Context: an optimization exercise on an open-source flow, tuned for small area, a short achievable clock period and few clock cycles per item. The choices shown serve that exercise and are no tape-out recipe. Function was checked by simulation only, so behaviour that the tests miss may differ from the original.

==> flow/design.v <==
package aesPkg;
    typedef logic [7:0]               byteT;
    typedef logic [32-1:0]   wordT;
    typedef logic [127:0]             stateT;
    typedef logic [3:0]               roundT;
    typedef logic [8-1:0]   apbAddrT;
    typedef logic [6:0]               segT;   
    typedef logic [4*3-1:0] bcdT;
    function automatic byteT xtime(byteT b);
        xtime = {b[6:0], 1'b0} ^ (b[7] ? 8'h1b : 8'h00);
    endfunction
    function automatic byteT rconFor(roundT n);
        case (n)
            4'd0:    rconFor = 8'h01;
            4'd1:    rconFor = 8'h02;
            4'd2:    rconFor = 8'h04;
            4'd3:    rconFor = 8'h08;
            4'd4:    rconFor = 8'h10;
            4'd5:    rconFor = 8'h20;
            4'd6:    rconFor = 8'h40;
            4'd7:    rconFor = 8'h80;
            4'd8:    rconFor = 8'h1b;
            default: rconFor = 8'h36;
        endcase
    endfunction
endpackage
`timescale 1ns/1ps
module aesSbox (
    input  aesPkg::byteT in,
    output aesPkg::byteT out
);
    logic U0, U1, U2, U3, U4, U5, U6, U7;
    logic T1, T2, T3, T4, T5, T6, T7, T8, T9, T10, T11, T12;
    logic T13, T14, T15, T16, T17, T18, T19, T20, T21, T22, T23, T24;
    logic T25, T26, T27, M1, M2, M3, M4, M5, M6, M7, M8, M9;
    logic M10, M11, M12, M13, M14, M15, M16, M17, M18, M19, M20, M21;
    logic M22, M23, M24, M25, M26, M27, M28, M29, M30, M32, M33, M35;
    logic M36, M37, M38, M39, M40, M41, M42, M43, M44, M45, M46, M47;
    logic M48, M49, M50, M51, M52, M53, M54, M55, M56, M57, M58, M59;
    logic M60, M61, M62, M63, L0, L1, L2, L3, L4, L5, L6, L7;
    logic L8, L9, L10, L11, L12, L13, L14, L15, L16, L17, L18, L19;
    logic L20, L21, L22, L23, L24, L25, L26, L27, L28, L29;
    assign {U0, U1, U2, U3, U4, U5, U6, U7} = in;
    aesXor2 uT1 (.a(U0), .b(U3), .y(T1));
    aesXor2 uT2 (.a(U0), .b(U5), .y(T2));
    aesXor2 uT3 (.a(U0), .b(U6), .y(T3));
    aesXor2 uT4 (.a(U3), .b(U5), .y(T4));
    aesXor2 uT5 (.a(U4), .b(U6), .y(T5));
    aesXor2 uT6 (.a(T1), .b(T5), .y(T6));
    aesXor2 uT7 (.a(U1), .b(U2), .y(T7));
    aesXor2 uT8 (.a(U7), .b(T6), .y(T8));
    aesXor2 uT9 (.a(U7), .b(T7), .y(T9));
    aesXor2 uT10 (.a(T6), .b(T7), .y(T10));
    aesXor2 uT11 (.a(U1), .b(U5), .y(T11));
    aesXor2 uT12 (.a(U2), .b(U5), .y(T12));
    aesXor2 uT13 (.a(T3), .b(T4), .y(T13));
    aesXor2 uT14 (.a(T6), .b(T11), .y(T14));
    aesXor2 uT15 (.a(T5), .b(T11), .y(T15));
    aesXor2 uT16 (.a(T5), .b(T12), .y(T16));
    aesXor2 uT17 (.a(T9), .b(T16), .y(T17));
    aesXor2 uT18 (.a(U3), .b(U7), .y(T18));
    aesXor2 uT19 (.a(T7), .b(T18), .y(T19));
    aesXor2 uT20 (.a(T1), .b(T19), .y(T20));
    aesXor2 uT21 (.a(U6), .b(U7), .y(T21));
    aesXor2 uT22 (.a(T7), .b(T21), .y(T22));
    aesXor2 uT23 (.a(T2), .b(T22), .y(T23));
    aesXor2 uT24 (.a(T2), .b(T10), .y(T24));
    aesXor2 uT25 (.a(T20), .b(T17), .y(T25));
    aesXor2 uT26 (.a(T3), .b(T16), .y(T26));
    aesXor2 uT27 (.a(T1), .b(T12), .y(T27));
    aesNand2 uM1 (.a(T13), .b(T6), .y(M1));
    aesNand2 uM2 (.a(T23), .b(T8), .y(M2));
    aesXnor2 uM3 (.a(T14), .b(M1), .y(M3));
    aesNand2 uM4 (.a(T19), .b(U7), .y(M4));
    aesXor2 uM5 (.a(M4), .b(M1), .y(M5));
    aesNand2 uM6 (.a(T3), .b(T16), .y(M6));
    aesNand2 uM7 (.a(T22), .b(T9), .y(M7));
    aesXnor2 uM8 (.a(T26), .b(M6), .y(M8));
    aesNand2 uM9 (.a(T20), .b(T17), .y(M9));
    aesXor2 uM10 (.a(M9), .b(M6), .y(M10));
    aesNand2 uM11 (.a(T1), .b(T15), .y(M11));
    aesNand2 uM12 (.a(T4), .b(T27), .y(M12));
    aesXor2 uM13 (.a(M12), .b(M11), .y(M13));
    aesNand2 uM14 (.a(T2), .b(T10), .y(M14));
    aesXor2 uM15 (.a(M14), .b(M11), .y(M15));
    aesXnor2 uM16 (.a(M3), .b(M2), .y(M16));
    aesXor2 uM17 (.a(M5), .b(T24), .y(M17));
    aesXnor2 uM18 (.a(M8), .b(M7), .y(M18));
    aesXor2 uM19 (.a(M10), .b(M15), .y(M19));
    aesXor2 uM20 (.a(M16), .b(M13), .y(M20));
    aesXor2 uM21 (.a(M17), .b(M15), .y(M21));
    aesXor2 uM22 (.a(M18), .b(M13), .y(M22));
    aesXor2 uM23 (.a(M19), .b(T25), .y(M23));
    aesXor2 uM24 (.a(M22), .b(M23), .y(M24));
    aesNand2 uM25 (.a(M22), .b(M20), .y(M25));
    aesXnor2 uM26 (.a(M21), .b(M25), .y(M26));
    aesXor2 uM27 (.a(M20), .b(M21), .y(M27));
    aesXnor2 uM28 (.a(M23), .b(M25), .y(M28));
    aesNand2 uM29 (.a(M28), .b(M27), .y(M29));
    aesNand2 uM30 (.a(M26), .b(M24), .y(M30));
    aesNand3 uM32 (.a(M27), .b(M20), .c(M23), .y(M32));
    aesXnor2 uM33 (.a(M27), .b(M25), .y(M33));
    aesNand3 uM35 (.a(M24), .b(M21), .c(M22), .y(M35));
    aesXnor2 uM36 (.a(M24), .b(M25), .y(M36));
    aesXnor2 uM37 (.a(M21), .b(M29), .y(M37));
    aesXnor2 uM38 (.a(M32), .b(M33), .y(M38));
    aesXnor2 uM39 (.a(M23), .b(M30), .y(M39));
    aesXnor2 uM40 (.a(M35), .b(M36), .y(M40));
    aesXor2 uM41 (.a(M38), .b(M40), .y(M41));
    aesXor2 uM42 (.a(M37), .b(M39), .y(M42));
    aesXor2 uM43 (.a(M37), .b(M38), .y(M43));
    aesXor2 uM44 (.a(M39), .b(M40), .y(M44));
    aesXor2 uM45 (.a(M42), .b(M41), .y(M45));
    aesNand2 uM46 (.a(M44), .b(T6), .y(M46));
    aesNand2 uM47 (.a(M40), .b(T8), .y(M47));
    aesNand2 uM48 (.a(M39), .b(U7), .y(M48));
    aesNand2 uM49 (.a(M43), .b(T16), .y(M49));
    aesNand2 uM50 (.a(M38), .b(T9), .y(M50));
    aesNand2 uM51 (.a(M37), .b(T17), .y(M51));
    aesNand2 uM52 (.a(M42), .b(T15), .y(M52));
    aesNand2 uM53 (.a(M45), .b(T27), .y(M53));
    aesNand2 uM54 (.a(M41), .b(T10), .y(M54));
    aesNand2 uM55 (.a(M44), .b(T13), .y(M55));
    aesNand2 uM56 (.a(M40), .b(T23), .y(M56));
    aesNand2 uM57 (.a(M39), .b(T19), .y(M57));
    aesNand2 uM58 (.a(M43), .b(T3), .y(M58));
    aesNand2 uM59 (.a(M38), .b(T22), .y(M59));
    aesNand2 uM60 (.a(M37), .b(T20), .y(M60));
    aesNand2 uM61 (.a(M42), .b(T1), .y(M61));
    aesNand2 uM62 (.a(M45), .b(T4), .y(M62));
    aesNand2 uM63 (.a(M41), .b(T2), .y(M63));
    aesXor2 uL0 (.a(M61), .b(M62), .y(L0));
    aesXor2 uL1 (.a(M50), .b(M56), .y(L1));
    aesXor2 uL2 (.a(M46), .b(M48), .y(L2));
    aesXor2 uL3 (.a(M47), .b(M55), .y(L3));
    aesXor2 uL4 (.a(M54), .b(M58), .y(L4));
    aesXor2 uL5 (.a(M49), .b(M61), .y(L5));
    aesXnor2 uL6 (.a(M62), .b(L5), .y(L6));
    aesXnor2 uL7 (.a(M46), .b(L3), .y(L7));
    aesXor2 uL8 (.a(M51), .b(M59), .y(L8));
    aesXor2 uL9 (.a(M52), .b(M53), .y(L9));
    aesXnor2 uL10 (.a(M53), .b(L4), .y(L10));
    aesXnor2 uL11 (.a(M60), .b(L2), .y(L11));
    aesXor2 uL12 (.a(M48), .b(M51), .y(L12));
    aesXnor2 uL13 (.a(M50), .b(L0), .y(L13));
    aesXor2 uL14 (.a(M52), .b(M61), .y(L14));
    aesXnor2 uL15 (.a(M55), .b(L1), .y(L15));
    aesXnor2 uL16 (.a(M56), .b(L0), .y(L16));
    aesXnor2 uL17 (.a(M57), .b(L1), .y(L17));
    aesXnor2 uL18 (.a(M58), .b(L8), .y(L18));
    aesXnor2 uL19 (.a(M63), .b(L4), .y(L19));
    aesXor2 uL20 (.a(L0), .b(L1), .y(L20));
    aesXor2 uL21 (.a(L1), .b(L7), .y(L21));
    aesXor2 uL22 (.a(L3), .b(L12), .y(L22));
    aesXor2 uL23 (.a(L18), .b(L2), .y(L23));
    aesXor2 uL24 (.a(L15), .b(L9), .y(L24));
    aesXor2 uL25 (.a(L6), .b(L10), .y(L25));
    aesXor2 uL26 (.a(L7), .b(L9), .y(L26));
    aesXor2 uL27 (.a(L8), .b(L10), .y(L27));
    aesXor2 uL28 (.a(L11), .b(L14), .y(L28));
    aesXor2 uL29 (.a(L11), .b(L17), .y(L29));
    aesXor2 uS0 (.a(L6), .b(L24), .y(out[7]));
    aesXnor2 uS1 (.a(L16), .b(L26), .y(out[6]));
    aesXnor2 uS2 (.a(L19), .b(L28), .y(out[5]));
    aesXor2 uS3 (.a(L6), .b(L21), .y(out[4]));
    aesXor2 uS4 (.a(L20), .b(L22), .y(out[3]));
    aesXor2 uS5 (.a(L25), .b(L29), .y(out[2]));
    aesXnor2 uS6 (.a(L13), .b(L27), .y(out[1]));
    aesXnor2 uS7 (.a(L6), .b(L23), .y(out[0]));
endmodule
module aesXor2 (
    input  logic a,
    input  logic b,
    output logic y
);
    assign y = a ^ b;
endmodule
module aesXnor2 (
    input  logic a,
    input  logic b,
    output logic y
);
    assign y = ~(a ^ b);
endmodule
module aesNand2 (
    input  logic a,
    input  logic b,
    output logic y
);
    assign y = ~(a & b);
endmodule
module aesNor2 (
    input  logic a,
    input  logic b,
    output logic y
);
    assign y = ~(a | b);
endmodule
module aesNand3 (
    input  logic a,
    input  logic b,
    input  logic c,
    output logic y
);
    assign y = ~(a & b & c);
endmodule
module aesXorW #(parameter int W = 8) (
    input  logic [W-1:0] a,
    input  logic [W-1:0] b,
    output logic [W-1:0] y
);
    assign y = a ^ b;
endmodule
`timescale 1ns/1ps
module aesKeySchedule (
    input  aesPkg::stateT key,
    input  aesPkg::byteT  rcon,
    output aesPkg::stateT nextKey
);
    aesPkg::wordT rotW;
    aesPkg::wordT subW;
    assign rotW = {key[23:0], key[31:24]};
    for (genvar i = 0; i < 4; i++) begin : gSubWord
        aesSbox uSbox (
            .in  (rotW[8*i +: 8]),
            .out (subW[8*i +: 8])
        );
    end
    aesPkg::wordT subR;
    aesXorW #(.W(8))  uRcon (.a(subW[31:24]), .b(rcon), .y(subR[31:24]));
    assign subR[23:0] = subW[23:0];
    aesXorW #(.W(32)) uW0 (.a(key[127:96]), .b(subR),            .y(nextKey[127:96]));
    aesXorW #(.W(32)) uW1 (.a(key[95:64]),  .b(nextKey[127:96]), .y(nextKey[95:64]));
    aesXorW #(.W(32)) uW2 (.a(key[63:32]),  .b(nextKey[95:64]),  .y(nextKey[63:32]));
    aesXorW #(.W(32)) uW3 (.a(key[31:0]),   .b(nextKey[63:32]),  .y(nextKey[31:0]));
endmodule
`timescale 1ns/1ps
module aesRoundEngine (
    input  logic          clk,
    input  logic          rstN,
    input  logic          load,
    input  aesPkg::stateT loadKey,
    input  aesPkg::stateT loadBlock,
    output logic          lastRound,
    output logic          idle,
    output aesPkg::stateT finalOut
);
    aesPkg::roundT round;
    aesPkg::stateT stateReg;
    aesPkg::stateT keyReg;
    aesPkg::stateT addKey;
    aesPkg::stateT shifted;
    aesPkg::stateT mixed;
    aesPkg::stateT nextKey;
    aesPkg::byteT  subB [16];
    assign lastRound = round == 4'd9;
    assign idle      = round == 4'd10;
    aesKeySchedule uKeySched (
        .key     (keyReg),
        .rcon    (aesPkg::rconFor(round)),
        .nextKey (nextKey)
    );
    aesXorW #(.W(128)) uAddKey (.a(stateReg), .b(keyReg), .y(addKey));
    for (genvar i = 0; i < 16; i++) begin : gSubShift
        aesSbox uSbox (
            .in  (addKey[127-8*i -: 8]),
            .out (subB[i])
        );
        assign shifted[127-8*i -: 8] = subB[(i % 4) + 4 * (((i / 4) + (i % 4)) % 4)];
    end
    for (genvar c = 0; c < 4; c++) begin : gMix
        aesMixColumn uMix (.col(shifted[127-32*c -: 32]), .mixed(mixed[127-32*c -: 32]));
    end
    aesXorW #(.W(128)) uFinal (.a(shifted), .b(nextKey), .y(finalOut));
    always_ff @(posedge clk or negedge rstN) begin
        if (!rstN)
            round <= 4'd10;
        else if (load)
            round <= '0;
        else if (!idle)
            round <= round + 1'b1;
    end
    always_ff @(posedge clk) begin
        if (load) begin
            stateReg <= loadBlock;
            keyReg   <= loadKey;
        end else begin
            stateReg <= mixed;
            keyReg   <= nextKey;
        end
    end
endmodule
module aesMixColumn (
    input  aesPkg::wordT col,
    output aesPkg::wordT mixed
);
    aesPkg::byteT b [4];
    aesPkg::byteT p [4];    
    aesPkg::byteT q [4];    
    aesPkg::byteT x [4];    
    logic [2:0]   xr [4];
    for (genvar i = 0; i < 4; i++) begin : gByte
        assign b[i] = col[31-8*i -: 8];
    end
    for (genvar i = 0; i < 4; i++) begin : gCol
        aesXorW #(.W(8)) uP (.a(b[i]), .b(b[(i+1)%4]), .y(p[i]));
        aesXorW #(.W(8)) uQ (.a(p[(i+1)%4]), .b(b[(i+3)%4]), .y(q[i]));
        aesXorW #(.W(3)) uX (.a({p[i][3], p[i][2], p[i][0]}), .b({3{p[i][7]}}), .y(xr[i]));
        assign x[i] = {p[i][6:4], xr[i][2:1], p[i][1], xr[i][0], p[i][7]};
        aesXorW #(.W(8)) uO (.a(q[i]), .b(x[i]), .y(mixed[31-8*i -: 8]));
    end
endmodule
`timescale 1ns/1ps
module aesApbRegs (
    input  logic    clk,
    input  logic    rstN,
    input  aesPkg::apbAddrT paddr,
    input  logic    psel,
    input  logic    penable,
    input  logic    pwrite,
    input  aesPkg::wordT    pwdata,
    output aesPkg::wordT    prdata,
    output logic    pready,
    output logic    pslverr,
    output logic    coreLoad,
    output aesPkg::stateT   coreKey,
    output aesPkg::stateT   coreBlock,
    input  logic    coreLast,
    input  logic    coreIdle,
    input  aesPkg::stateT   coreResult,
    output aesPkg::byteT    resultByte
);
    aesPkg::stateT      keyReg;
    aesPkg::stateT      blockReg;
    aesPkg::stateT      resultReg;
    logic       doneBit;
    logic       busy;        
    logic       pend;        
    logic       access;
    logic       err;
    logic       wrOk;
    logic       startAcc;
    logic       finish;
    logic       merge;       
    logic       wrKB;        
    logic       hitCtrl, hitStatus, hitKey, hitBlock, hitResult;
    logic [1:0] word;
    assign access    = psel && penable;
    assign pready    = 1'b1;  
    assign word      = paddr[3:2];  
    assign hitCtrl   = paddr == 8'h00;
    assign hitStatus = paddr == 8'h04;
    assign hitKey    = paddr[1:0] == 2'b00 && paddr[7:4] == 4'h1;
    assign hitBlock  = paddr[1:0] == 2'b00 && paddr[7:4] == 4'h2;
    assign hitResult = paddr[1:0] == 2'b00 && paddr[7:4] == 4'h3;
    always_comb begin
        err = 1'b0;
        if (!(hitCtrl || hitStatus || hitKey || hitBlock || hitResult))
            err = 1'b1;
        else if (pwrite && (hitStatus || hitResult))
            err = 1'b1;  
        else if (pwrite && busy && (hitCtrl || hitKey || hitBlock))
            err = 1'b1;  
    end
    assign pslverr  = access && err;
    assign wrOk     = access && pwrite && !err;
    assign startAcc = wrOk && hitCtrl && pwdata[0];
    assign merge    = psel && pwrite && !busy && (hitKey || hitBlock);
    assign wrKB     = merge && penable;
    assign finish   = coreLast && (busy || startAcc);
    aesPkg::wordT wdata;
    assign wdata = rstN ? pwdata : '0;
    for (genvar w = 0; w < 4; w++) begin : gMerge
        assign coreKey[127-32*w -: 32]   = !rstN || (merge && hitKey && word == 2'(w)) ?
                                           wdata : keyReg[127-32*w -: 32];
        assign coreBlock[127-32*w -: 32] = !rstN || (merge && hitBlock && word == 2'(w)) ?
                                           wdata : blockReg[127-32*w -: 32];
    end
    assign coreLoad = (merge && !penable) || (wrKB != pend) || (startAcc && coreIdle);
    aesPkg::wordT keyWord, blockWord, resultWord;
    always_comb begin
        case (word)
            2'd0: begin
                keyWord    = keyReg[127:96];
                blockWord  = blockReg[127:96];
                resultWord = resultReg[127:96];
            end
            2'd1: begin
                keyWord    = keyReg[95:64];
                blockWord  = blockReg[95:64];
                resultWord = resultReg[95:64];
            end
            2'd2: begin
                keyWord    = keyReg[63:32];
                blockWord  = blockReg[63:32];
                resultWord = resultReg[63:32];
            end
            default: begin
                keyWord    = keyReg[31:0];
                blockWord  = blockReg[31:0];
                resultWord = resultReg[31:0];
            end
        endcase
        case (paddr[5:4])
            2'd0:    prdata = {30'd0, paddr[2] ? {doneBit, busy} : 2'b00};
            2'd1:    prdata = keyWord;
            2'd2:    prdata = blockWord;
            default: prdata = resultWord;
        endcase
    end
    always_ff @(posedge clk) begin
        keyReg   <= coreKey;
        blockReg <= coreBlock;
    end
    always_ff @(posedge clk or negedge rstN) begin
        if (!rstN) begin
            resultReg  <= '0;
            doneBit    <= 1'b0;
            busy       <= 1'b0;
            pend       <= 1'b0;
        end else begin
            pend <= merge && !penable;
            if (finish)
                resultReg <= coreResult;
            if (finish) begin
                doneBit <= 1'b1;
                busy    <= 1'b0;
            end else if (startAcc) begin
                doneBit <= 1'b0;
                busy    <= 1'b1;
            end
        end
    end
    assign resultByte = resultReg[7:0];
endmodule
`timescale 1ns/1ps
module aesSegDisplay (
    input  aesPkg::byteT                 value,
    output logic [3*7-1:0]     segOut
);
    function automatic logic [3:0] add3(logic [3:0] a);
        logic t00, t01, t02, t03, t04, t05, t06, t07, t08, t09, t10, t11;
        logic [3:0] y;
        t11 = a[2] & ~(a[0]);
        t00 = a[3] | t11;
        t01 = a[0] | ~(a[3]);
        t02 = a[1] & ~(a[3]);
        t03 = t01 & ~(t02);
        y[2] = t00 & t03;
        t04 = t11 | ~(t02);
        y[1] = ~(t01 & t04);
        t05 = a[2] | ~(a[0]);
        t06 = a[3] | t05;
        t07 = ~(t11 & t02);
        t08 = t06 & t07;
        y[0] = ~(t01 & t08);
        t09 = a[0] | a[1];
        t10 = a[2] & t09;
        y[3] = a[3] | t10;
        add3 = y;
    endfunction
    function automatic logic [6:0] seg7(logic [3:0] a);
        logic t00, t01, t02, t03, t04, t05, t06, t07, t08, t09, t10, t11, t12;
        logic [6:0] y;
        t00 = a[1] | a[0];
        t01 = a[2] & ~(a[1]);
        t02 = ~(a[1] & a[0]);
        t03 = a[2] & t02;
        t04 = ~(a[3] | t03);
        y[5] = t00 & t04;
        t05 = t01 & ~(a[3]);
        y[4] = a[0] | t05;
        t06 = ~(a[2] & t00);
        t07 = ~(t00 & t03);
        t08 = a[2] | ~(a[1]);
        t09 = ~(a[2] | a[0]);
        t10 = ~(a[3] | t09);
        t11 = t08 & t10;
        y[3] = t07 & t11;
        t12 = a[0] | a[3];
        y[2] = ~(t08 | t12);
        y[1] = ~(a[3] | t07);
        y[0] = t06 & t11;
        y[6] = t04 & t08;
        seg7 = y;
    endfunction
    function automatic logic [6:0] seg3(logic [1:0] a);
        logic [6:0] y;
        y[2] = a[1] & ~(a[0]);
        y[6] = a[0] | ~(a[1]);
        y[0] = a[0] & ~(a[1]);
        y[5] = a[0] ^ a[1];
        { y[4:3], y[1] } = { y[0], y[0], 1'h0 };
        seg3 = y;
    endfunction
    logic [3:0] c1, c2, c3, c4, c5, c6, c7;
    assign c1 = add3({1'b0, value[7:5]});
    assign c2 = add3({c1[2:0], value[4]});
    assign c3 = add3({c2[2:0], value[3]});
    assign c4 = add3({c3[2:0], value[2]});
    assign c5 = add3({c4[2:0], value[1]});
    assign c6 = add3({1'b0, c1[3], c2[3], c3[3]});
    assign c7 = add3({c6[2:0], c4[3]});
    assign segOut[20:14] = seg3({c6[3], c7[3]});
    assign segOut[13:7]  = seg7({c7[2:0], c5[3]});
    assign segOut[6:0]   = seg7({c5[2:0], value[0]});
endmodule
`timescale 1ns/1ps
module aesTop (
    input  logic        clk,
    input  logic        rstN,
    input  aesPkg::apbAddrT     paddr,
    input  logic        psel,
    input  logic        penable,
    input  logic        pwrite,
    input  aesPkg::wordT        pwdata,
    output aesPkg::wordT        prdata,
    output logic        pready,
    output logic        pslverr,
    output logic [20:0] segOut
);
    aesPkg::byteT resultByte;
    logic  coreLoad;
    aesPkg::stateT coreKey;
    aesPkg::stateT coreBlock;
    logic  coreLast;
    logic  coreIdle;
    aesPkg::stateT coreResult;
    aesApbRegs uRegs (
        .clk        (clk),
        .rstN       (rstN),
        .paddr      (paddr),
        .psel       (psel),
        .penable    (penable),
        .pwrite     (pwrite),
        .pwdata     (pwdata),
        .prdata     (prdata),
        .pready     (pready),
        .pslverr    (pslverr),
        .coreLoad   (coreLoad),
        .coreKey    (coreKey),
        .coreBlock  (coreBlock),
        .coreLast   (coreLast),
        .coreIdle   (coreIdle),
        .coreResult (coreResult),
        .resultByte (resultByte)
    );
    aesRoundEngine uEngine (
        .clk       (clk),
        .rstN      (rstN),
        .load      (coreLoad),
        .loadKey   (coreKey),
        .loadBlock (coreBlock),
        .lastRound (coreLast),
        .idle      (coreIdle),
        .finalOut  (coreResult)
    );
    aesSegDisplay uDisplay (
        .value  (resultByte),
        .segOut (segOut)
    );
endmodule
==> flow/run.sh <==
#!/bin/bash
# synth_recipe.tcl (not shown) runs the flow's synth.tcl, then flattens the netlist and writes it again
# the make line also repeats each setting of config.mk as NAME=value (left out here)
make -C /OpenROAD-flow-scripts/flow DESIGN_CONFIG=/design/flow/config.mk WORK_HOME=/design/flow/orfs CLKGATE_MAP_FILE= SYNTH_SCRIPT=/design/flow/synth_recipe.tcl finish
==> flow/config.mk <==
export PLATFORM = sky130hd
export DESIGN_NAME = aesTop
export DESIGN_NICKNAME = aesTop
export VERILOG_FILES = /design/flow/design.v
export SDC_FILE = /design/flow/constraint.sdc
export NUM_CORES = 4
export LEC_CHECK = 0
export CAP_MARGIN = 20
export CELL_PAD_IN_SITES_DETAIL_PLACEMENT = 2
export CELL_PAD_IN_SITES_GLOBAL_PLACEMENT = 2
export CORE_MARGIN = 2
export CORE_UTILIZATION = 35
export PLACE_DENSITY = 0.45
export SETUP_SLACK_MARGIN = 1.5
export SLEW_MARGIN = 20
export SYNTH_HIERARCHICAL = 1
==> flow/constraint.sdc <==
create_clock -name core_clock -period 8.0 [get_ports {clk}]
set_input_delay 1.6000 -clock core_clock [delete_from_list [all_inputs] [get_ports {clk}]]
set_output_delay 1.6000 -clock core_clock [all_outputs]
set_load 0.01 [all_outputs]
==> results of run 1 <==
[cells in the final DEF, fill, tap and decap left out, types with 17 or more instances in the layout]
master | synthesis | layout
xor2_1 | 2184 | 1556
nand2_1 | 695 | 686
xor2_2 | 0 | 478
dfxtp_1 | 512 | 476
buf_4 | 24 | 435
xnor2_1 | 525 | 391
nand3_1 | 303 | 302
o21ai_0 | 299 | 299
mux2_4 | 201 | 201
mux2_2 | 184 | 184
xor2_4 | 0 | 150
dfrtp_1 | 133 | 133
clkdlybuf4s50_1 | 0 | 92
clkbuf_16 | 0 | 84
mux4_2 | 81 | 81
xnor2_2 | 0 | 77
xnor2_4 | 0 | 57
a21oi_1 | 32 | 32
clkbuf_1 | 70 | 30
a22oi_1 | 27 | 27
buf_12 | 0 | 25
nor2_1 | 24 | 24
dfxtp_2 | 0 | 21
inv_1 | 20 | 20
clkbuf_8 | 0 | 17
[worst max-delay path by stage]
stage,startpoint,end
after floorplan,uEngine.keyReg[20],uRegs.resultReg[26]
after global placement,uEngine.keyReg[11],uRegs.resultReg[23]
after detailed placement,uEngine.keyReg[11],uRegs.resultReg[23]
after CTS,uEngine.keyReg[11],uRegs.resultReg[23]
after global routing,uEngine.keyReg[30],uEngine.stateReg[28]
final,uEngine.keyReg[19],uEngine.stateReg[57]
[state kept, by name (all words and copies together) (netlist names)]
| signal | flops |
|---|---|
| uEngine.keyReg | 128 |
| uEngine.stateReg | 128 |
| uRegs.blockReg | 128 |
| uRegs.keyReg | 128 |
| uRegs.resultReg | 128 |
| uEngine.round | 4 |
| uRegs.busy | 1 |
| uRegs.doneBit | 1 |
| uRegs.pend | 1 |
[per-module statistics from Yosys, one instance, submodules excluded, excerpt]
module,cell area (sq um),flip-flops and latches,cells,times used
aesRoundEngine,9020,260,581,1
aesNand2,3.75,0,1,600
aesNand3,5.00,0,1,40
aesSegDisplay,967,0,152,1
aesXor2,8.76,0,1,1360
aesApbRegs,16700,387,1504,1
aesXnor2,8.76,0,1,520
[stage by stage]
step / utilization (%) / cells / hold WS [ns]
after floorplan: - / 5581 / 0.459
after global placement: 38.4 / 7781 / 0.480
after detailed placement: 38.4 / 7781 / 0.490
after CTS: 42.5 / 7950 / 0.506
after global routing: 46.7 / 8112 / 0.516
final: 46.7 / 8115 / 0.501
[cell families after synthesis]
| logic type | count (synthesis) | share of synthesized area, % |
|---|---|---|
| AOI/OAI and AO/OA | 414 | 4.37 |
| xor gates and xnor gates | 2709 | 44.9 |
| adders and majority gates | 8 | 0.189 |
| muxes | 479 | 13.3 |
| and+or+nand+nor | 1106 | 9.17 |
| other | 2 | 0.0142 |
| DFF | 647 | 25.8 |
| buffers and inverters | 216 | 2.26 |
[critical path, cell delays in order (launching register included)]
cell,delay [ns]
dfxtp_2,0.46
xor2_2,0.37
xor2_4,0.19
buf_12,0.14
xor2_4,0.24
xor2_2,0.22
nand2_1,0.14
xor2_2,0.28
xor2_1,0.28
xor2_2,0.31
buf_4,0.19
xnor2_1,0.12
nand2_1,0.16
xnor2_4,0.29
xor2_2,0.29
nand2_1,0.24
xor2_2,0.32
xnor2_4,0.12
buf_4,0.15
xnor2_2,0.73
xor2_1,0.30
xor2_1,0.21
xor2_1,0.32
mux2_4,0.21
[metal layers]
metal,vias up,share of wire [%]
li1,18600,-
met1,21700,46
met2,704,48
met3,212,3.2
met4,0,2.5
met5,-,0
[area by class of cell]
cell class              count  area (sq um)
inverters                  21          78.8
flip-flops and latches    647         13700
well taps                2016          2520
diodes                      3          7.51
clock buffers             130          2430
multi-input cells        4718         46200
fillers                 15300         80000
clock inverters            22           246
repair buffers            558          4750
[timing repair]
item                                    in CTS  in global routing
endpoints found under the setup margin     280                241
pin swaps                                   44                167
cloned                                       0                  0
hold buffers                                 0                  0
setup buffers                               17                162
resized for setup                          428                595
endpoints found under the hold margin        0                  0
==> qor.csv, run 1 <==
metric;value;unit
status;timing/DRC/antenna clean;
Initial Utilization;35.3;%
DIE WIDTH;393;um
Worst R2R Path Depth;23;
initial antenna violation count;10;
final instance area;0.0700;sq mm
H-tree depth;3;
total track usage;28.8;%
WL/cell;28.6;um
worst-path fanout max;5;
Synth async-reset ratio;20.9;%
crit path DAT;7.00;ns
largest net degree at the start of global routing;100;
nets@finish;6080;
WL final;232;mm
ANT nets after route;0;
top-count cell post-synth;xor2_1;
Syn Nets;5634;
Hold EP;uRegs.resultReg[125];
Startpoint Class;register;
vias per std cell;5.08;
Crit path required time;8.61;ns
Area contributors post-synth;xor2_1 36%, dfxtp_1 19%, xnor2_1 8.7%;
RSZ-0062 raised after global routing;yes;
Final WS setup;1.62;ns
M3 GR Usage;2.33;%
post-synth top area cell;xor2_1;
Cell Area, Synth;0.0529;sq mm
CTS tree;yes;
port bufs;97;
Yosys cell types;70;
Die Area;0.154;sq mm
Remaining DRCs;0;
CORE AREA;0.150;sq mm
DR iter-0 viols;2112;
EDFF count, synth;0;
FMAX;0.157;GHz
Cells after Synth;5581;
Syn Area/Cell;9.47;sq um
Setup WS pre-CTS;0.284;ns
flop2flop setup slack;1.62;ns
hold_sp;uRegs.resultReg[125];
Synth warnings;18;
setup violators final;0;
via count;41200;
Most used DFF post-synth;dfxtp_1;
Post-DP Area;0.0576;sq mm
CTS root buffer;clkbuf_16;
critical path class;register to register;
GR Util met2;47.7;%
Top Usage Layer GRT;met2;
Period minus WS final;6.38;ns
Final Max Tran Viols;0;
#FFs+latches synth;647;
clk_skew;0.0310;ns
Final Wtd Congestion;0.876;
reg2reg start;uEngine.keyReg[19];
Worst-Margin Slew;1.12;ns
area delta synth->final;32.4;%
most instantiated cells after synthesis;2,184 x xor2_1, 695 x nand2_1, 525 x xnor2_1;
DR pass1 iterations;5;
reg2reg end;uEngine.stateReg[57];
setup total negative slack;0;ns
Clock Pin Slew Worst Setup and Hold Paths;0.06;ns
# IOs;100;
register area share after synthesis;25.8;%
height of the chip;393;um
met1 Usage GRT;40.6;%
GRT overflow;0;
Max-Cap Viols;0;
Clk Latency, worst-skew pair;0.68;ns
Slew headroom;25.5;%
number of global-route vias before repair;44000;
Hold Vio Cnt, Final;0;
final period utilization;79.8;%
Critical Path Sink Type;register;
num rows;142;
share of layout cells above drive strength 1;30.9;%
CTS Buffer Depth;3;
TritonCTS Buffers;81;
DPL Wire Length;177;mm
Min-Delay Path Depth;1;
post-synth top area share;36.2;%
clock sink count;647;
Tightest Hold Check Type;register to register;
first-pass GRT wire length;322;mm
Testbench counts, summed over its fixed seeds: cycles 10,368, blocks 384.
==> run 2: changes to the inputs <==
--- a/flow/config.mk
+++ b/flow/config.mk
@@ -11,6 +11,6 @@
 export CORE_MARGIN = 2
 export CORE_UTILIZATION = 35
 export PLACE_DENSITY = 0.45
-export SETUP_SLACK_MARGIN = 1.5
+export SETUP_SLACK_MARGIN = 1
 export SLEW_MARGIN = 20
 export SYNTH_HIERARCHICAL = 1
==> run 2 against run 1 <==
Effect of this change:
- critical path depth is 2 higher
- maximum frequency is 5.0% lower
- largest cell class unchanged
- clock-buffer cell count stayed put
- via count is 2.5% lower
- still clean
- critical endpoint is now uRegs.resultReg[31]
==> qor.csv, run 2 <==
metric;value;unit
status;timing/DRC/antenna clean;
Tightest Hold Check Type;register to register;
Area contributors post-synth;xor2_1 36%, dfxtp_1 19%, xnor2_1 8.7%;
Syn Area/Cell;9.47;sq um
FILL cells;15900;
DIE WIDTH;393;um
height of the chip;393;um
Synth warnings;18;
commonest non-fill, non-tap cell in the layout;xor2_1;
setup violators final;0;
port bufs;97;
CTS Buffer Depth;3;
DR iter-0 viols;2015;
Final Wtd Congestion;0.876;
via count;40200;
largest net degree at the start of global routing;100;
Die Area;0.154;sq mm
DR pass1 iterations;5;
clk_skew;0.0326;ns
WL/cell;28.1;um
# IOs;100;
CP Launch Point;uEngine.keyReg[20];
first-pass GRT wire length;319;mm
setup total negative slack;0;ns
Critical Path Sink Type;register;
Max-Cap Viols;0;
Crit path required time;8.53;ns
num rows;142;
Cell Area, Synth;0.0529;sq mm
number of hold buffers added after cts;0;
DPL Wire Length;177;mm
crit path DAT;7.25;ns
number of global-route vias before repair;43600;
CORE AREA;0.150;sq mm
Synth async-reset ratio;20.9;%
area delta synth->final;19.9;%
Cells after Synth;5581;
flop2flop setup slack;1.28;ns
most instantiated cells after synthesis;2,184 x xor2_1, 695 x nand2_1, 525 x xnor2_1;
share of layout cells above drive strength 1;21.5;%
vias per std cell;5.06;
Hold Vio Cnt, Final;0;
Startpoint Class;register;
total track usage;28.4;%
Clock Pin Slew Worst Setup and Hold Paths;0.06;ns
register area share after synthesis;25.8;%
Hold EP;uRegs.resultReg[125];
Min-Delay Path Depth;1;
EDFF count, synth;0;
Yosys cell types;70;
Initial Utilization;35.3;%
nets@finish;5908;
critical path class;register to register;
hold_sp;uRegs.resultReg[125];
post-synth top area cell;xor2_1;
most frequent cells in the layout;1,913 x xor2_1, 693 x nand2_1, 491 x dfxtp_1, 446 x xnor2_1, 303 x nand3_1;
initial antenna violation count;8;
Most used DFF post-synth;dfxtp_1;
GRT overflow;0;
FMAX;0.149;GHz
post-synth top area share;36.2;%
Slew headroom;18.7;%
Clk Latency, worst-skew pair;0.68;ns
top-count cell post-synth;xor2_1;
reg2reg start;uEngine.keyReg[20];
reg2reg end;uRegs.resultReg[31];
ANT nets after route;0;
CTS tree;yes;
CTS root buffer;clkbuf_16;
RSZ-0062 raised after global routing;yes;
clock sink count;647;
Worst Hold Margin;0.501;ns
Final Max Tran Viols;0;
Syn Nets;5634;
H-tree depth;3;
Remaining DRCs;0;
Worst R2R Path Depth;25;
Period minus WS final;6.72;ns
TritonCTS Buffers;81;
worst-path fanout max;5;
final period utilization;84.0;%
Seq. cell area;0.0137;sq mm
total area of multi-input combinational cells;0.0412;sq mm
WL final;223;mm
#FFs+latches synth;647;
Worst-Margin Slew;1.22;ns
[run 2: cell count changes in the layout (fill, tap and decap cells not counted), sizes merged]
cell	change
buf	-172
diode	-1
[run 2: kinds of logic (layout without fill, tap and decap cells)]
| family | Yosys count | after routing | share of synthesized area (%) |
|---|---|---|---|
| muxes | 479 | 479 | 13.3 |
| adders and majority gates | 8 | 8 | 0.189 |
| other | 2 | 4 | 0.0142 |
| and+or+nand+nor | 1106 | 1106 | 9.17 |
| xor gates and xnor gates | 2709 | 2709 | 44.9 |
| AOI/OAI and AO/OA | 414 | 414 | 4.37 |
| buffers and inverters | 216 | 559 | 2.26 |
| DFF | 647 | 647 | 25.8 |
[run 2: area by class of cell]
| cell class | count | share of cell area (%) |
|---|---|---|
| multi-input cells | 4718 | 64.9 |
| diodes | 2 | 0.00789 |
| inverters | 21 | 0.124 |
| flip-flops and latches | 647 | 21.5 |
| repair buffers | 386 | 5.18 |
| clock buffers | 130 | 3.84 |
| well taps | 2016 | 3.98 |
| clock inverters | 22 | 0.389 |
[run 2: worst max-delay path by stage]
| stage | slack [ns] | to |
|---|---|---|
| after floorplan | 1.92 | uRegs.resultReg[26] |
| after global placement | 0.32 | uRegs.resultReg[23] |
| after detailed placement | 0.28 | uRegs.resultReg[23] |
| after CTS | 0.90 | uRegs.resultReg[23] |
| after global routing | 0.91 | uRegs.resultReg[14] |
| final | 1.28 | uRegs.resultReg[31] |
[run 2: stage by stage]
stage / worst slack [ns] / utilization [%] / instance area [sq um] / cells
floorplan: 1.92 / - / 52900 / 5581
global placement: 0.315 / 38.4 / 57600 / 7781
detailed placement: 0.284 / 38.4 / 57600 / 7781
CTS: 0.898 / 40.7 / 61000 / 7934
global route: 0.913 / 42.3 / 63400 / 7940
finish: 1.28 / 42.3 / 63400 / 7942
[run 2: per-layer routing]
layer  wire, um  GRT usage [%]  up-vias
li1           -              -    18600
met1     107000           40.3    20900
met2     104000           46.7      536
met3       5860           2.08      171
met4       5560           6.99        0
met5          0              0        -
[run 2: timing repair]
item	4_1_cts	5_1_grt
resized for setup	94	305
endpoints found under the hold margin	0	0
setup endpoints to repair	146	222
cloned	0	0
pin swaps	2	18
setup buffers	1	6
[run 2: worst max-delay path, stage by stage (launching register included)]
cell and delay (ns):
dfxtp_2 0.50, xor2_4 0.29, xor2_2 0.33, xor2_1 0.31, nand2_1 0.13, xor2_1 0.32, xor2_1 0.30, xor2_2 0.32
buf_4 0.18, xnor2_1 0.12, nand2_1 0.11, xnor2_2 0.32, xor2_1 0.30, xor2_1 0.25, nand2_1 0.14, xor2_1 0.31
xor2_1 0.22, xor2_1 0.19, xor2_1 0.26, xor2_1 0.17, buf_4 0.16, xor2_2 0.39, xor2_2 0.30, xor2_1 0.27
xor2_1 0.11, mux2_4 0.27
[run 2: Yosys stat by module, one instance, submodules excluded, excerpt]
module | flops+latches | cell area [sq um] | copies in the design | cells
aesApbRegs | 387 | 16700 | 1 | 1504
aesNand2 | 0 | 3.75 | 600 | 1
aesSegDisplay | 0 | 967 | 1 | 152
aesXor2 | 0 | 8.76 | 1360 | 1
aesXnor2 | 0 | 8.76 | 520 | 1
aesNand3 | 0 | 5.00 | 40 | 1
aesRoundEngine | 260 | 9020 | 1 | 581
==> run 3: changes to the inputs <==
==> flow/config.mk (replaced) <==
export PLATFORM = sky130hd
export DESIGN_NAME = aesTop
export DESIGN_NICKNAME = aesTop
export VERILOG_FILES = /design/flow/design.v
export SDC_FILE = /design/flow/constraint.sdc
export NUM_CORES = 4
export LEC_CHECK = 0
export CAP_MARGIN = 20
export CELL_PAD_IN_SITES_DETAIL_PLACEMENT = 1
export CELL_PAD_IN_SITES_GLOBAL_PLACEMENT = 1
export CORE_MARGIN = 2
export CORE_UTILIZATION = 45
export PLACE_DENSITY = 0.55
export SETUP_SLACK_MARGIN = 1
export SLEW_MARGIN = 20
export SYNTH_HIERARCHICAL = 1
==> run 3 against run 2 <==
Effect of this change:
- worst hold slack improved by 0.0041 ns
- clock skew increased by 0.018 ns
- register-to-register slack got worse by 0.17 ns
- non-clock buffer count decreased by 46
- global-route usage increased by 4.2 points
- wire length decreased by 9.5%
==> qor.csv, run 3 <==
metric;value;unit
Crit path required time;8.55;ns
Syn Nets;5634;
total track usage;32.6;%
Startpoint Class;register;
WL final;202;mm
largest family of logic cells by synthesized area;XOR/XNOR gates;
num rows;125;
Initial Utilization;45.4;%
worst-path fanout max;5;
first-pass GRT wire length;290;mm
via count;40300;
initial antenna violation count;12;
Area contributors post-synth;xor2_1 36%, dfxtp_1 19%, xnor2_1 8.7%;
CTS Buffer Depth;3;
port bufs;97;
Worst R2R Path Depth;22;
CTS root buffer;clkbuf_16;
GRT overflow;0;
clock sink count;647;
worst path bufs/invs;1;
EDFF count, synth;0;
final period utilization;86.1;%
Die Area;0.120;sq mm
vias per std cell;5.45;
critical path class;register to register;
DR pass1 iterations;7;
Hold EP;uRegs.resultReg[14];
Synth async-reset ratio;20.9;%
flop2flop setup slack;1.11;ns
most instantiated cells after synthesis;2,184 x xor2_1, 695 x nand2_1, 525 x xnor2_1;
Crit path max-delay family;XOR/XNOR gates;
Synth Area in XOR/XNOR;44.9;%
reg2reg start;uEngine.keyReg[1];
Tightest Hold Check Type;register to register;
crit-path max cell delay;0.50;ns
post-synth top area cell;xor2_1;
Clock Pin Slew Worst Setup and Hold Paths;0.06;ns
RSZ-0062 raised after global routing;yes;
nets@finish;5860;
Period minus WS final;6.89;ns
CORE AREA;0.116;sq mm
Hold Vio Cnt, Final;0;
Inserted Diodes;0;
Final Util;53.2;%
adder-cell share of the synthesized area;0.189;%
most frequent cells in the layout;1,958 x xor2_1, 694 x nand2_1, 495 x dfxtp_1, 458 x xnor2_1, 303 x nand3_1;
Final Max Tran Viols;0;
CP most frequent cell;xor2_1;
post-synth top area share;36.2;%
clk_skew;0.0503;ns
largest net degree at the start of global routing;117;
Yosys cell types;70;
ANT nets after route;0;
crit-path cells;xor2_2 -> xor2_2 -> xor2_2 -> xor2_1 -> nand2_1 -> xor2_1 -> xor2_1 -> xor2_2 -> xor2_1 -> nand2_1 -> xnor2_2 -> xor2_1 -> xor2_1 -> nand2_1 -> xor2_1 -> xor2_1 -> xor2_2 -> buf_4 -> xor2_2 -> xor2_1 -> xor2_2 -> mux2_2;
commonest non-fill, non-tap cell in the layout;xor2_1;
Remaining DRCs;0;
Most used DFF post-synth;dfxtp_1;
Synth warnings;18;
#FFs+latches synth;647;
reg2reg end;uEngine.stateReg[100];
WL/cell;27.3;um
mux contribution to synthesized area;13.3;%
Cell Area, Synth;0.0529;sq mm
Min-Delay Path Depth;1;
Syn Area/Cell;9.47;sq um
Clk Latency, worst-skew pair;0.68;ns
share of layout cells above drive strength 1;20.0;%
Slew headroom;22.0;%
H-tree depth;3;
register area share after synthesis;25.8;%
DPL Wire Length;159;mm
Crit-path slowest cell;dfxtp_2;
# IOs;100;
Max-Cap Viols;0;
hold_sp;uRegs.resultReg[14];
number of global-route vias before repair;41800;
Cells after Synth;5581;
crit path DAT;7.43;ns
Post-Synth Simple-Gate Area;9.17;%
height of the chip;347;um
CTS tree;yes;
setup total negative slack;0;ns
Worst-Margin Slew;1.17;ns
Final Wtd Congestion;0.950;
Compound-Gate Fraction of Synth Area;4.37;%
TritonCTS Buffers;79;
DR iter-0 viols;2721;
top-count cell post-synth;xor2_1;
setup violators final;0;
Critical Path Sink Type;register;
area delta synth->final;17.1;%
FMAX;0.145;GHz
DIE WIDTH;347;um
status;timing/DRC/antenna clean;
-- run 3: stage by stage --
stage	std cells	instance area [sq um]	hold WS, ns	setup slack, ns
3_3_place_gp	7241	56600	0.480	0.480
5_1_grt	7397	61900	0.517	0.869
2_1_floorplan	5581	52900	0.459	1.92
4_1_cts	7390	59900	0.502	0.972
3_5_place_dp	7241	56600	0.489	0.396
6_report	7397	61900	0.505	1.11
-- run 3: cell type report --
class                   instances  area, sq um
fillers                     12900        54500
inverters                      21         78.8
clock inverters                28          414
well taps                    1524         1910
flip-flops and latches        647        13700
repair buffers                340         2930
multi-input cells            4718        40600
clock buffers                 119         2360
-- run 3: repair_timing --
item | CTS | global route
gates resized for setup | 65 | 260
hold buffers | 0 | 0
setup endpoints to repair | 102 | 222
gates cloned | 0 | 0
hold endpoints to repair | 0 | 0
buffers inserted | 2 | 7
pin swaps | 1 | 12
-- run 3: kinds of logic after synthesis --
group / after synthesis
XOR/XNOR: 2709
other: 2
AO/OA/AOI/OAI: 414
adder cells (fa/ha/maj): 8
buffers and inverters: 216
AND/OR/NAND/NOR: 1106
multiplexers: 479
flip-flops: 647
-- run 3: how the worst max path moves through the flow --
stage	slack, ns	to	depth (start not counted)	from
5_1_grt	0.87	uRegs.resultReg[22]	23	uEngine.keyReg[12]
3_5_place_dp	0.40	uEngine.stateReg[100]	22	uEngine.keyReg[4]
2_1_floorplan	1.92	uRegs.resultReg[26]	23	uEngine.keyReg[20]
4_1_cts	0.97	uEngine.stateReg[100]	21	uEngine.keyReg[127]
6_report	1.11	uEngine.stateReg[100]	22	uEngine.keyReg[1]
3_3_place_gp	0.48	uEngine.stateReg[100]	22	uEngine.keyReg[4]
-- run 3: modules after synthesis, one instance, submodules excluded, a selection --
module	times used	cell area (sq um)	flip-flops and latches	cells
aesXnor2	520	8.76	0	1
aesSegDisplay	1	967	0	152
aesXor2	1360	8.76	0	1
aesRoundEngine	1	9020	260	581
aesNand2	600	3.75	0	1
aesApbRegs	1	16700	387	1504
aesNand3	40	5.00	0	1
-- run 3: layer usage --
metal  global-route usage (%)  wire, um  part of all wire [%]  vias up
met4                     9.70      6970                   3.5        4
met5                        0        18                0.0089        -
li1                         -         -                     -    18500
met2                     52.1     91800                    45     1036
met3                     3.43     10200                   5.0      239
met1                     46.2     92900                    46    20600
==> run 4: changes to the inputs <==
--- a/flow/config.mk
+++ b/flow/config.mk
@@ -10,6 +10,7 @@
 export CELL_PAD_IN_SITES_GLOBAL_PLACEMENT = 1
 export CORE_MARGIN = 2
 export CORE_UTILIZATION = 45
+export CTS_BUF_LIST = sky130_fd_sc_hd__clkbuf_4 sky130_fd_sc_hd__clkbuf_8
 export PLACE_DENSITY = 0.55
 export SETUP_SLACK_MARGIN = 1
 export SLEW_MARGIN = 20
==> run 4 against run 3 <==
Effect of this change:
- maximum frequency grew 0.77%
- final cell count grew 1.1%
- clock-buffer cell count grew 77
- worst setup slack gained 0.053 ns
- global-route usage is essentially flat
- first-iteration DRC count shrank 0.88%
- worst hold slack lost 0.0067 ns
- non-clock buffer count is the same
- sequential share of layout area shrank 0.054 points
- largest cell class unchanged
- highest routed layer unchanged
==> qor.csv, run 4 <==
metric;value;unit
Cells after Synth;5581;
Syn Area/Cell;9.47;sq um
post-synth top area cell;xor2_1;
Yosys cell types;70;
Final Util;53.3;%
height of the chip;347;um
via count;40600;
Crit path required time;8.72;ns
final instance area;0.0620;sq mm
Startpoint Class;register;
critical path class;register to register;
num rows;125;
share of layout cells above drive strength 1;21.3;%
number of hold buffers added after cts;0;
status;timing/DRC/antenna clean;
Final WS setup;1.16;ns
WL final;202;mm
CTS Buffer Depth;3;
crit path DAT;7.56;ns
initial antenna violation count;14;
Hold Vio Cnt, Final;0;
most frequent cells in the layout;1,960 x xor2_1, 694 x nand2_1, 496 x dfxtp_1, 453 x xnor2_1, 303 x nand3_1;
Synth async-reset ratio;20.9;%
DPL Wire Length;159;mm
Setup WS pre-CTS;0.396;ns
flop2flop setup slack;1.16;ns
DR pass1 iterations;5;
TritonCTS Buffers;118;
Post-DP Area;0.0566;sq mm
Seq. cell area;0.0137;sq mm
most instantiated cells after synthesis;2,184 x xor2_1, 695 x nand2_1, 525 x xnor2_1;
clk_skew;0.0612;ns
GRT overflow;0;
top-count cell post-synth;xor2_1;
setup violators final;0;
Synth warnings;18;
Final Max Tran Viols;0;
port bufs;97;
Clk Latency, worst-skew pair;0.83;ns
final period utilization;85.4;%
# IOs;100;
Initial Utilization;45.4;%
DIE WIDTH;347;um
RSZ-0062 raised after global routing;yes;
Critical Path Sink Type;register;
FILL cells;12900;
commonest non-fill, non-tap cell in the layout;xor2_1;
Cell Area, Synth;0.0529;sq mm
Worst-Margin Slew;1.18;ns
Final Wtd Congestion;0.950;
Period minus WS final;6.84;ns
post-synth top area share;36.2;%
Remaining DRCs;0;
largest net degree at the start of global routing;117;
vias per std cell;5.43;
Die Area;0.120;sq mm
CTS tree;yes;
register area share after synthesis;25.8;%
Max-Cap Viols;0;
CTS root buffer;clkbuf_8;
#FFs+latches synth;647;
ANT nets after route;0;
FMAX;0.146;GHz
number of global-route vias before repair;41900;
area delta synth->final;17.4;%
total track usage;32.6;%
DR iter-0 viols;2697;
total area of multi-input combinational cells;0.0406;sq mm
Tightest Hold Check Type;register to register;
WL/cell;27.1;um
Area contributors post-synth;xor2_1 36%, dfxtp_1 19%, xnor2_1 8.7%;
first-pass GRT wire length;290;mm
setup total negative slack;0;ns
Clock Pin Slew Worst Setup and Hold Paths;0.07;ns
clock sink count;647;
CORE AREA;0.116;sq mm
Syn Nets;5634;
Most used DFF post-synth;dfxtp_1;
H-tree depth;3;
worst-path fanout max;5;
nets@finish;5899;
Slew headroom;21.7;%
EDFF count, synth;0;
[run 4: worst paths after layout]
path / endpoint / cells past startpoint / start
worst max-delay path: uEngine.stateReg[105] / 22 / uEngine.keyReg[1]
worst min-delay path: uRegs.resultReg[124] / 1 / uRegs.resultReg[124]
worst max register to register: uEngine.stateReg[105] / 22 / uEngine.keyReg[1]
worst min register to register: uRegs.resultReg[124] / 1 / uRegs.resultReg[124]
max in group asynchronous: uRegs.resultReg[123] / 3 / rstN
min in group asynchronous: uRegs.resultReg[83] / 1 / rstN
[run 4: worst max-delay path, stage by stage, from the launching register on]
cell	delay [ns]
dfxtp_2	0.51
xor2_2	0.34
xor2_2	0.35
xor2_2	0.33
xor2_1	0.33
nand2_1	0.11
xor2_1	0.32
xor2_1	0.26
xor2_2	0.33
xor2_1	0.30
nand2_1	0.14
xnor2_2	0.30
xor2_1	0.35
xor2_1	0.22
nand2_1	0.12
xor2_1	0.32
xor2_1	0.33
xor2_2	0.35
buf_4	0.28
xor2_4	0.27
xor2_1	0.30
xor2_2	0.33
mux2_2	0.23
[run 4: final cells by class]
type | instances | share of cell area, %
antenna | 3 | 0.0121
timing repair buffer | 340 | 4.73
multi-input combinational | 4718 | 65.5
clock inverter | 27 | 0.690
tap | 1524 | 3.07
inverter | 21 | 0.127
clock buffer | 196 | 3.88
sequential | 647 | 22.0
[run 4: repair_timing]
action,4_1_cts,5_1_grt
pin swaps,1,11
gates resized for setup,66,264
buffers inserted,2,7
setup endpoints to repair,95,229
[run 4: routing by layer]
metal  GRT usage [%]  wire length [um]  up-vias
li1                -                 -    18600
met1            46.2             93000    20700
met2            51.3             91500     1097
met3            3.91             10500      261
met4            10.4              7180       12
met5               0                79        -
[run 4: cell families after synthesis]
kind of cell / share of synthesized area [%]
compound gates: 4.37
xor+xnor: 44.9
fa+ha+maj: 0.189
buf+inv: 2.26
flops: 25.8
mux: 13.3
other cells: 0.0142
simple gates: 9.17
[run 4: through the flow]
step	cells	hold WS (ns)
floorplan	5581	0.459
global placement	7241	0.480
detailed placement	7241	0.489
global route	7474	0.519
CTS	7466	0.503
finish	7476	0.498
[run 4: Yosys stat by module, one instance, submodules excluded, a selection]
module | area, sq um | flip-flops and latches | copies in the design
aesNand3 | 5.00 | 0 | 40
aesSegDisplay | 967 | 0 | 1
aesXnor2 | 8.76 | 0 | 520
aesXor2 | 8.76 | 0 | 1360
aesRoundEngine | 9020 | 260 | 1
aesNand2 | 3.75 | 0 | 600
aesApbRegs | 16700 | 387 | 1
==> run 5: changes to the inputs <==
--- a/flow/config.mk
+++ b/flow/config.mk
@@ -9,9 +9,8 @@
 export CELL_PAD_IN_SITES_DETAIL_PLACEMENT = 1
 export CELL_PAD_IN_SITES_GLOBAL_PLACEMENT = 1
 export CORE_MARGIN = 2
-export CORE_UTILIZATION = 45
-export CTS_BUF_LIST = sky130_fd_sc_hd__clkbuf_4 sky130_fd_sc_hd__clkbuf_8
-export PLACE_DENSITY = 0.55
+export CORE_UTILIZATION = 55
+export PLACE_DENSITY = 0.65
 export SETUP_SLACK_MARGIN = 1
 export SLEW_MARGIN = 20
 export SYNTH_HIERARCHICAL = 1
==> run 5 against run 4 <==
Effect of this change:
- sequential cell count unchanged
- clock-buffer cell count decreased by 90
- highest routed layer unchanged
- die area decreased by 18%
- still clean
- critical path type unchanged
- final cell count decreased by 5.4%
==> qor.csv, run 5 <==
metric;value;unit
largest net degree at the start of global routing;159;
Setup WS pre-CTS;0.594;ns
WL/cell;28.0;um
# IOs;100;
vias per std cell;5.89;
Period minus WS final;7.05;ns
Cells after Synth;5581;
#FFs+latches synth;647;
CTS root buffer;clkbuf_16;
via count;41700;
DR iter-0 viols;3571;
Synth Area in XOR/XNOR;44.9;%
height of the chip;314;um
setup total negative slack;0;ns
number of global-route vias before repair;43000;
register area share after synthesis;25.8;%
Min-Delay Path Depth;2;
num rows;113;
Die Area;0.0986;sq mm
share of layout cells above drive strength 1;19.8;%
Syn Area/Cell;9.47;sq um
H-tree depth;3;
most frequent cells in the layout;1,914 x xor2_1, 694 x nand2_1, 489 x dfxtp_1, 463 x xnor2_1, 303 x nand3_1;
final period utilization;88.1;%
Worst R2R Path Depth;22;
total track usage;38.4;%
FMAX;0.142;GHz
Final Util;64.2;%
clock sink count;647;
Slew headroom;17.3;%
Remaining DRCs;0;
number of hold buffers added after cts;0;
Initial Utilization;55.6;%
Startpoint Class;register;
port bufs;97;
WL final;198;mm
EDFF count, synth;0;
Yosys cell types;70;
first-pass GRT wire length;284;mm
commonest non-fill, non-tap cell in the layout;xor2_1;
Final Wtd Congestion;1.00;
most instantiated cells after synthesis;2,184 x xor2_1, 695 x nand2_1, 525 x xnor2_1;
TritonCTS Buffers;70;
crit path DAT;7.56;ns
nets@finish;5803;
Worst-Margin Slew;1.23;ns
Hold Vio Cnt, Final;0;
Post-Synth Simple-Gate Area;9.17;%
DR pass1 iterations;5;
Tightest Hold Check Type;register to register;
CORE AREA;0.0952;sq mm
mux contribution to synthesized area;13.3;%
Max-Cap Viols;0;
CTS tree;yes;
clk_skew;0.0270;ns
initial antenna violation count;12;
Area contributors post-synth;xor2_1 36%, dfxtp_1 19%, xnor2_1 8.7%;
Final WS setup;0.950;ns
Cell Area, Synth;0.0529;sq mm
DIE WIDTH;314;um
Synth warnings;18;
Final Max Tran Viols;0;
post-synth top area share;36.2;%
adder-cell share of the synthesized area;0.189;%
DPL Wire Length;149;mm
Crit path required time;8.51;ns
worst-path fanout max;4;
largest family of logic cells by synthesized area;XOR/XNOR gates;
Syn Nets;5634;
Compound-Gate Fraction of Synth Area;4.37;%
status;timing/DRC/antenna clean;
Clk Latency, worst-skew pair;0.65;ns
ANT nets after route;0;
Synth async-reset ratio;20.9;%
top-count cell post-synth;xor2_1;
post-synth top area cell;xor2_1;
critical path class;register to register;
CTS Buffer Depth;3;
Clock Pin Slew Worst Setup and Hold Paths;0.06;ns
GRT overflow;0;
setup violators final;0;
area delta synth->final;15.5;%
Critical Path Sink Type;register;
Most used DFF post-synth;dfxtp_1;
RSZ-0062 raised after global routing;yes;
==> run 5: changes by cell type in the layout (fill, tap and decap cells not counted), sizes merged <==
cell | previous run | this run
buf | 247 | 197
clkdlybuf4s50 | 93 | 94
bufinv | 9 | 5
diode | 3 | 4
clkbuf | 196 | 107
clkinv | 14 | 15
clkinvlp | 0 | 1
inv | 25 | 23
==> run 5: cell families (layout without fill, tap and decap cells) <==
logic type | count (synthesis) | after routing
other | 2 | 6
buffers and inverters | 216 | 442
AND/OR/NAND/NOR | 1106 | 1106
adder cells (fa/ha/maj) | 8 | 8
XOR/XNOR | 2709 | 2709
flip-flops | 647 | 647
AO/OA/AOI/OAI | 414 | 414
multiplexers | 479 | 479
==> run 5: per-module statistics from Yosys, one instance, submodules excluded, a selection <==
module | flip-flops and latches | times used
aesSegDisplay | 0 | 1
aesXor2 | 0 | 1360
aesNand2 | 0 | 600
aesApbRegs | 387 | 1
aesXnor2 | 0 | 520
aesNand3 | 0 | 40
aesRoundEngine | 260 | 1
==> run 5: area by class of cell <==
class                           instances  area, sq um
Tap cell                             1265         1580
Sequential cell                       647        13700
Timing Repair Buffer                  292         2520
Clock buffer                          106         2030
Fill cell                           10400        34100
Inverter                               21         78.8
Antenna cell                            4         10.0
Multi-Input combinational cell       4718        40900
Clock inverter                         23          307
==> run 5: per-layer routing <==
layer	vias up	routed length (um)	GRT usage, %
met5	-	71	0
met4	12	11600	17.4
met3	483	15800	7.79
met2	1546	89400	60.8
met1	21300	81300	50.4
li1	18300	-	-
==> run 5: timing repair <==
action,in CTS,in global routing
resized for setup,71,304
setup buffers,0,5
setup endpoints to repair,104,218
endpoints found under the hold margin,0,0
pin swaps,0,17
==> run 5: critical path, cell delays in order (launching register included) <==
cell	delay (ns)
dfxtp_2	0.50
xor2_2	0.33
xor2_1	0.35
xor2_1	0.36
nand2_1	0.12
xor2_1	0.17
xor2_1	0.26
xor2_2	0.33
xor2_1	0.31
nand3_1	0.18
xnor2_2	0.29
xor2_1	0.48
xor2_1	0.30
nand2_1	0.23
xor2_2	0.34
xnor2_1	0.15
xnor2_1	0.36
xor2_2	0.35
xor2_2	0.30
xor2_1	0.40
xor2_1	0.37
xor2_1	0.14
mux2_2	0.29
==> run 5: path summary, 6_finish.rpt <==
path	from	to	slack [ns]
worst min register to register	uRegs.keyReg[60]	uRegs.keyReg[60]	0.51
worst max-delay path	uEngine.keyReg[5]	uRegs.resultReg[9]	0.95
worst max register to register	uEngine.keyReg[5]	uRegs.resultReg[9]	0.95
worst min-delay path	uRegs.keyReg[60]	uRegs.keyReg[60]	0.51
min in group asynchronous	rstN	uRegs.resultReg[108]	0.91
max in group asynchronous	rstN	uRegs.resultReg[32]	5.46
==> run 5: metrics by stage <==
step | hold WS (ns) | std cells | instance area (sq um)
floorplan | 0.459 | 5581 | 52900
global placement | 0.480 | 6937 | 55900
detailed placement | 0.490 | 6937 | 55900
CTS | 0.509 | 7066 | 58800
global route | 0.526 | 7072 | 61000
finish | 0.507 | 7076 | 61000

==> static timing again, ports no longer ideal <==
How much do the figures lean on ideal ports? The routed layouts below were timed once more, with nothing changed but the port constraints. Step 1 assumes that a clkbuf_16 drives the clock port and a buf_2 every other input. Step 2 moves the port delays by t, midway between the first and last clock arrival at a register: inputs arrive t later, outputs are due t later. That takes back most of the time a late clock gives input paths. Slacks: ideal / step 1 / step 2; pairs: ideal / step 1.
run	t (ns)	setup WS [ns]	worst setup path after step 2	worst register clock-pin slew, ns	worst slew at a driven data input, ns
run 1	0.736	1.615 / 1.615 / 1.615	register to register	0.06 / 0.06	0.14
run 2	0.736	1.282 / 1.282 / 1.282	register to register	0.06 / 0.06	0.14
run 3	0.722	1.112 / 1.112 / 1.112	register to register	0.07 / 0.07	0.09
run 4	0.863	1.165 / 1.165 / 1.165	register to register	0.07 / 0.07	0.10
run 5	0.698	0.950 / 0.950 / 0.950	register to register	0.07 / 0.07	0.07
After both steps every run listed still meets setup and hold.
